What follows belongs to an exercise in optimizing a design on an open flow for small area, a short achievable clock period and few clock cycles per item; a production flow would make more cautious choices. The RTL was checked by simulation tests, not by an equivalence proof against the original design.

==> inputs of job 3652 <==
## rgb_to_hsl_convert
module rgb_to_hsl_convert (
    input  logic        i_clk,
    input  logic        i_rst_n,
    input  logic        i_valid,
    output logic        o_stall,
    input  logic [7:0]  i_red,
    input  logic [7:0]  i_green,
    input  logic [7:0]  i_blue,
    input  logic [7:0]  i_alpha,
    output logic        o_valid,
    input  logic        i_stall,
    output logic [12:0] o_hue,
    output logic [7:0]  o_saturation,
    output logic [7:0]  o_luminance,
    output logic [7:0]  o_alpha_out
);
make LEC_CHECK=0 ABC_AREA=1 CAP_MARGIN=20 CORE_MARGIN=2 CORE_UTILIZATION=40 PLACE_DENSITY=0.5 SETUP_SLACK_MARGIN=4.2 SLEW_MARGIN=20 finish   # period 8.0 ns
run.sh (not shown) runs the stock make flow with config.mk's settings and CLKGATE_MAP_FILE= SYNTH_SCRIPT=/design/flow/synth_recipe.tcl, a recipe that flattens the netlist after the stock synthesis.
==> inputs of job 6207, as changes to job 3652 <==
--- a/flow/config.mk
+++ b/flow/config.mk
@@ -11,4 +11,3 @@
 export CORE_UTILIZATION = 40
-export PLACE_DENSITY = 0.5
-export SETUP_SLACK_MARGIN = 4.2
+export SETUP_SLACK_MARGIN = 4.3
 export SLEW_MARGIN = 20
==> inputs of job 8346, as changes to job 3652 <==
--- a/flow/config.mk
+++ b/flow/config.mk
@@ -11,4 +11,3 @@
 export CORE_UTILIZATION = 40
-export PLACE_DENSITY = 0.5
-export SETUP_SLACK_MARGIN = 4.2
+export SETUP_SLACK_MARGIN = 4.0
 export SLEW_MARGIN = 20
==> run summary <==
Slew of the pin with the lowest slew margin: job 6207 0.849 ns; job 8346 1.01 ns; job 3652 0.966 ns
Maximum number of pins on one net before global-route repair: job 6207 87; job 8346 87; job 3652 80
Total vias in the final route: job 6207 16500; job 8346 16100; job 3652 16400
Worst Path Buf+Inv: job 6207 5; job 8346 5; job 3652 3
CP Capture Type: job 6207 flip-flop; job 8346 flip-flop; job 3652 primary output
Smallest setup slack after layout: job 6207 4.36 ns; job 8346 4.14 ns; job 3652 4.22 ns
Drt initial violations: job 6207 876; job 8346 857; job 3652 758
Final nets: job 6207 2847; job 8346 2773; job 3652 2832
Outcome: job 6207 complete, no violations; job 8346 complete, no violations; job 3652 complete, no violations
Capture point of the critical path: job 6207 d__r1[5]; job 8346 f__r1[5]; job 3652 o_stall
Synth-to-layout area growth: job 6207 20.0%; job 8346 14.1%; job 3652 19.3%
Met3 Wirelength: job 6207 1.94 mm; job 8346 1.82 mm; job 3652 1.74 mm
Fraction of area in clock buffers and inverters: job 6207 4.11%; job 8346 4.32%; job 3652 4.77%
Post-CTS setup-driven buffer insertion count: job 6207 36; job 8346 19; job 3652 23
Number of global-route vias before repair: job 6207 16100; job 8346 15900; job 3652 16200
Crit path launch: job 6207 i_green[7]; job 8346 i_green[3]; job 3652 i_stall
Detailed placement HPWL: job 6207 34.6 mm; job 8346 34.6 mm; job 3652 36.2 mm
Testbench counts of job 3652, summed over its fixed seeds: cycles 32,048, pixels 32,000.
Testbench counts of job 6207, summed over its fixed seeds: cycles 32,048, pixels 32,000.
Testbench counts of job 8346, summed over its fixed seeds: cycles 32,048, pixels 32,000.

* * *

==> 01-24: inputs <==
Starting RTL as in the previous note.
## rgb_to_hsl_convert
module rgb_to_hsl_convert (
    input  logic        i_clk,
    input  logic        i_rst_n,
    input  logic        i_valid,
    output logic        o_stall,
    input  logic [7:0]  i_red,
    input  logic [7:0]  i_green,
    input  logic [7:0]  i_blue,
    input  logic [7:0]  i_alpha,
    output logic        o_valid,
    input  logic        i_stall,
    output logic [12:0] o_hue,
    output logic [7:0]  o_saturation,
    output logic [7:0]  o_luminance,
    output logic [7:0]  o_alpha_out
);
==> flow/config.mk <==
export PLATFORM = sky130hd
export DESIGN_NAME = rgb_to_hsl_convert
export DESIGN_NICKNAME = rgb_to_hsl_convert
export VERILOG_FILES = /design/flow/design.v
export SDC_FILE = /design/flow/constraint.sdc
export NUM_CORES = 4
export LEC_CHECK = 0
export ABC_AREA = 1
export CAP_MARGIN = 20
export CORE_MARGIN = 2
export CORE_UTILIZATION = 40
export CTS_CLUSTER_DIAMETER = 70
export CTS_CLUSTER_SIZE = 28
export SETUP_SLACK_MARGIN = 4.2
export SLEW_MARGIN = 20
==> flow/constraint.sdc <==
create_clock -name core_clock -period 8.0 [get_ports {i_clk}]
set_input_delay 1.6000 -clock core_clock [delete_from_list [all_inputs] [get_ports {i_clk}]]
set_output_delay 1.6000 -clock core_clock [all_outputs]
set_load 0.01 [all_outputs]
==> inputs of 04-20, as changes to 01-24 <==
--- a/flow/config.mk
+++ b/flow/config.mk
@@ -10,6 +10,4 @@
 export CORE_MARGIN = 2
 export CORE_UTILIZATION = 40
-export CTS_CLUSTER_DIAMETER = 70
-export CTS_CLUSTER_SIZE = 28
 export SETUP_SLACK_MARGIN = 4.2
 export SLEW_MARGIN = 20
==> summary of the runs <==
- Against 04-20, the setup slack of 01-24 is lower by 0.0073 ns.
- Flip-flop and latch count is the same in 01-24 and 04-20.
- Register-to-register slack is about the same in 04-20 and 01-24.
- Synthesized area is the same in 01-24 and 04-20.
- Between 01-24 and 04-20, the lower utilization is in 01-24 (gap 0.37 points).
- Between 01-24 and 04-20, the lower clock skew is in 04-20 (gap 0.0018 ns).
- Fmax is about the same in 01-24 and 04-20.
- Against 01-24, the sequential share of layout area of 04-20 is lower by 0.28 points.
==> figures <==
	04-20	01-24
Run status	complete, no violations	complete, no violations
Area growth from synthesis to layout	17.8%	16.9%
Number of fill cells in the layout	4937	4946
Final critical-path share of the clock period	46.8%	46.9%
Crit path setup slack, layout	4.26 ns	4.25 ns
Non-clock buffer contribution to total cell area	5.22%	5.20%
Shortest period the worst path allows	3.74 ns	3.75 ns
Proportion of cell area occupied by multi-input gates	45.2%	45.2%
WL/cell	14.8 um	14.7 um
Number of CTS-inserted buffers	34	24
Total iterations of the first detailed-routing run	6	7
Final std cells w/o fill	3249	3228
Post-route design area	25000 um2	24900 um2
Met3 wire length	1940 um	1820 um
Testbench counts of 01-24, summed over its fixed seeds: cycles 32,048, pixels 32,000.
Testbench counts of 04-20, summed over its fixed seeds: cycles 32,048, pixels 32,000.

* * *

==> 05-16 <==
rgb_to_hsl_convert again, from the RTL that the note above started with.
## rgb_to_hsl_convert
module rgb_to_hsl_convert (
    input  logic        i_clk,
    input  logic        i_rst_n,
    input  logic        i_valid,
    output logic        o_stall,
    input  logic [7:0]  i_red,
    input  logic [7:0]  i_green,
    input  logic [7:0]  i_blue,
    input  logic [7:0]  i_alpha,
    output logic        o_valid,
    input  logic        i_stall,
    output logic [12:0] o_hue,
    output logic [7:0]  o_saturation,
    output logic [7:0]  o_luminance,
    output logic [7:0]  o_alpha_out
);
Settings: LEC_CHECK=0, ABC_AREA=1, CAP_MARGIN=20, CORE_MARGIN=2, CORE_UTILIZATION=40, GPL_ROUTABILITY_DRIVEN=0, SETUP_SLACK_MARGIN=4.2, SLEW_MARGIN=20; clock period 8.0 ns.
==> 12-23 (differences from 05-16) <==
Settings changed: GPL_ROUTABILITY_DRIVEN 0 to not set, SETUP_SLACK_MARGIN 4.2 to 4.4.
==> run summary <==
- Against 12-23, the final cell count of 05-16 is lower by about 2.3%.
- Between 12-23 and 05-16, the lower first-iteration DRC count is in 12-23 (gap 21%, measured against 05-16).
- Area after synthesis is the same in 12-23 and 05-16.
- In flip-flop and latch count, 12-23 and 05-16 do not differ.
- Clock skew: 05-16 is higher than 12-23 (0.011 ns).
- In 12-23 the via count is larger than in 05-16, by 2.1%.
- Of 05-16 and 12-23, 05-16 has the higher sequential share of layout area (gap 1.6 points).
- In synthesized cell count, 12-23 and 05-16 do not differ.
- Worst hold slack: 12-23 is higher than 05-16 (0.010 ns).
Testbench counts of 05-16, summed over its fixed seeds: cycles 32,048, pixels 32,000.
Testbench counts of 12-23, summed over its fixed seeds: cycles 32,048, pixels 32,000.

-- what the ideal ports hide --
The results above use ideal ports. As a check the final layouts listed here were re-extracted and re-timed, cells and wires unchanged. Step 1 (the two cells are an assumption about what drives the block):
set clk [get_ports {i_clk}]
set_driving_cell -lib_cell sky130_fd_sc_hd__clkbuf_16 $clk
set_driving_cell -lib_cell sky130_fd_sc_hd__buf_2 [delete_from_list [all_inputs] $clk]
Step 2, shift: input delay + t, output delay - t, t = (earliest + latest rising clock arrival at the registers) / 2. This alone moves slack from input paths to output paths. a / b / c = ideal / step 1 / step 2; a / b = the first two.
run | t (ns) | setup WS [ns] | slew at the worst register clock pin (ns) | worst slew at a driven data input, ns
job 3652 | 0.592 | 4.224 / 4.179 / 3.701 | 0.06 / 0.06 | 0.05
job 6207 | 0.579 | 4.357 / 4.330 / 3.791 | 0.06 / 0.06 | 0.04
job 8346 | 0.577 | 4.140 / 4.167 / 3.590 | 0.06 / 0.06 | 0.04
01-24 | 0.619 | 4.251 / 4.201 / 3.678 | 0.10 / 0.10 | 0.05
04-20 | 0.574 | 4.258 / 4.221 / 3.735 | 0.06 / 0.06 | 0.04
05-16 | 0.573 | 4.238 / 4.200 / 3.752 | 0.06 / 0.06 | 0.05
12-23 | 0.582 | 4.424 / 4.375 / 3.906 | 0.06 / 0.06 | 0.06
After both steps every run listed still meets setup and hold. For 01-24, which loses most, drivers alone change the setup slack by -0.050 ns; drivers and shift together by -0.573 ns.
